Background: an optimization exercise with open tools, aiming at small area, a short achievable clock period and few clock cycles per item. Do not read the settings as production practice. Power and IR drop assume default switching activity.

// fp_addsub_top
module fp_addsub_top (
  input  logic        clk,
  input  logic        rst_n,
  input  logic        in_req,
  output logic        in_ack,
  input  logic [64:0] in_op,      
  output logic        out_req,
  input  logic        out_ack,
  output logic [34:0] out_res     
);
export LEC_CHECK = 0
export ABC_AREA = 1
export CAP_MARGIN = 20
export CORE_MARGIN = 2
export CORE_UTILIZATION = 40
export CTS_BUF_LIST = sky130_fd_sc_hd__clkbuf_8
export SETUP_SLACK_MARGIN = 3.6
export SLEW_MARGIN = 20
export TNS_END_PERCENT = 0
export BUFFER_PORTS_ARGS = -buffer_cell sky130_fd_sc_hd__buf_1
create_clock -name core_clock -period 6.5 [get_ports {clk}]
standard.sh (not shown) runs the stock make flow with config.mk's settings and CLKGATE_MAP_FILE= SYNTH_SCRIPT=/design/flow/synth_recipe.tcl, a recipe that flattens the netlist after the stock synthesis.
==> flow/flow/run.sh <==
#!/bin/bash
set -e
echo 'export BUFFER_PORTS_ARGS = -buffer_cell sky130_fd_sc_hd__buf_1' >> config.mk
bash standard.sh > standard.log 2>&1
Then changed:
--- a/flow/design.v
+++ b/flow/design.v
@@ -74,13 +74,12 @@
   logic        a_s, b_s, op_sub;
   logic [7:0]  a_e, b_e;
   logic [22:0] a_f, b_f;
   logic        a_nz, b_nz, b_gt, a_ge_e, swap, s_nz;
   logic [7:0]  d_ab, d_ba, d_abm1;
   logic [4:0]  sh_ab, sh_ba;
-  logic [3:0]  s10_a, s32_a;
   logic        sign_a, subx_a;
   logic [7:0]  l_e_a;
   logic [22:0] l_f_a;
   logic [23:0] s_m_a;
   logic [4:0]  sh_a;
   always_comb begin
@@ -92,57 +91,39 @@
   always_comb begin
     a_nz   = |a_e;
     b_nz   = |b_e;
     swap   = b_gt & b_nz;
     sign_a = swap ? (b_s ^ op_sub) : a_s;
     subx_a = a_s ^ b_s ^ op_sub;
-    l_e_a  = swap ? b_e : a_e;
+    l_e_a  = a_ge_e ? a_e : b_e;                
     l_f_a  = swap ? b_f : a_f;
     s_nz   = a_nz & b_nz;
     s_m_a  = {s_nz, swap ? a_f : b_f};
     sh_ab  = (~s_nz | (|d_ab[7:5]) | (d_ab[4:0] > 5'd26)) ? 5'd27 : d_ab[4:0];
     sh_ba  = (~s_nz | (|d_ba[7:5]) | (d_ba[4:0] > 5'd26)) ? 5'd27 : d_ba[4:0];
     sh_a   = a_ge_e ? sh_ab : sh_ba;
-    for (int k = 0; k < 4; k++) begin
-      s10_a[k] = a_ge_e ? (sh_ab[1:0] == 2'(k)) : (sh_ba[1:0] == 2'(k));
-      s32_a[k] = a_ge_e ? (sh_ab[3:2] == 2'(k)) : (sh_ba[3:2] == 2'(k));
-    end
   end
   logic        sign1, subx1;
   logic [7:0]  l_e1;
   logic [22:0] l_f1;
   logic [23:0] s_m1;
   logic [4:0]  sh1;
-  logic [3:0]  s10_1, s32_1;
-  logic        s4_1;
   always_ff @(posedge clk) begin
     sign1 <= sign_a;
     subx1 <= subx_a;
     l_e1  <= l_e_a;
     l_f1  <= l_f_a;
     s_m1  <= s_m_a;
-    s10_1 <= s10_a;
-    s32_1 <= s32_a;
-    s4_1  <= sh_a[4];
+    sh1   <= sh_a;
   end
-  logic [26:0] s_sh, al, sx, sy, sz;
+  logic [26:0] s_sh, al;
   logic        sticky, c_b;
   logic [26:0] s_b;
   logic [27:0] sum_b;
   always_comb begin
-    sh1    = {s4_1, s32_1[3] | s32_1[2], s32_1[3] | s32_1[1], s10_1[3] | s10_1[2], s10_1[3] | s10_1[1]};
-    sx     = {s_m1, 3'b000};
-    for (int i = 0; i < 27; i++) begin
-      sy[i] = 1'b0;
-      for (int k = 0; k < 4; k++) if (i + k < 27) sy[i] = sy[i] | (s10_1[k] & sx[i + k]);
-    end
-    for (int i = 0; i < 27; i++) begin
-      sz[i] = 1'b0;
-      for (int k = 0; k < 4; k++) if (i + 4 * k < 27) sz[i] = sz[i] | (s32_1[k] & sy[i + 4 * k]);
-    end
-    for (int i = 0; i < 27; i++) s_sh[i] = s4_1 ? ((i + 16 < 27) ? sz[i + 16] : 1'b0) : sz[i];
+    s_sh   = {s_m1, 3'b000} >> sh1;
     sticky = 1'b0;
     for (int j = 0; j < 24; j++) begin
       if (5'(j + 3) < sh1) sticky = sticky | s_m1[j];
     end
     al = {s_sh[26:1], s_sh[0] | (sticky & s_m1[23])};
   end
Outcome: The changed run went through all stages and came out clean. Sequential cell count goes down by 4. Register-to-register slack loses 0.07 ns. Wire length drops by about 18%. Non-clock buffer count falls by 15. Power increases by 2.9%. Hold slack stays flat. Design area falls by 3.3%. Synthesized cell count fell by about 7%. Synthesized area came out lower by 4.3%. Clock power grows by 6.8%. Count of clock-buffer cells in the layout grows by 2. Fmax falls by 2.1%.
Function was not checked in any run of this note: the RTL went through the layout flow alone.

[afterwards: timing with drivers on the ports]
In the flow no input, the clock included, has a driving cell. The finished layouts below were timed again as built, in two steps. Step 1 sets driving cells, clkbuf_16 on the clock port and buf_2 on the other inputs (assumed; they add their load-dependent delay and slew). Step 2 times the ports against the registers' clock, not the clock port: input delays grow and output delays shrink by t, the midpoint of the rising clock arrivals with the driver on. Three values: ideal, step 1, step 2; two values: the first two.
run	shift t [ns]	slack for setup (ns)	worst hold slack (ns)	latest minus earliest clock arrival (ns)	worst register clock-pin slew, ns
the first run	0.544	3.138 / 3.138 / 2.611	0.409 / 0.409 / 0.409	0.022 / 0.022	0.10 / 0.10
the second run	0.493	3.064 / 3.064 / 2.674	0.409 / 0.409 / 0.409	0.027 / 0.027	0.11 / 0.11
After both steps every run listed still meets setup and hold. The setup slack of the first run, which loses most, moves by 0.000 ns with the drivers and by -0.527 ns with both steps.
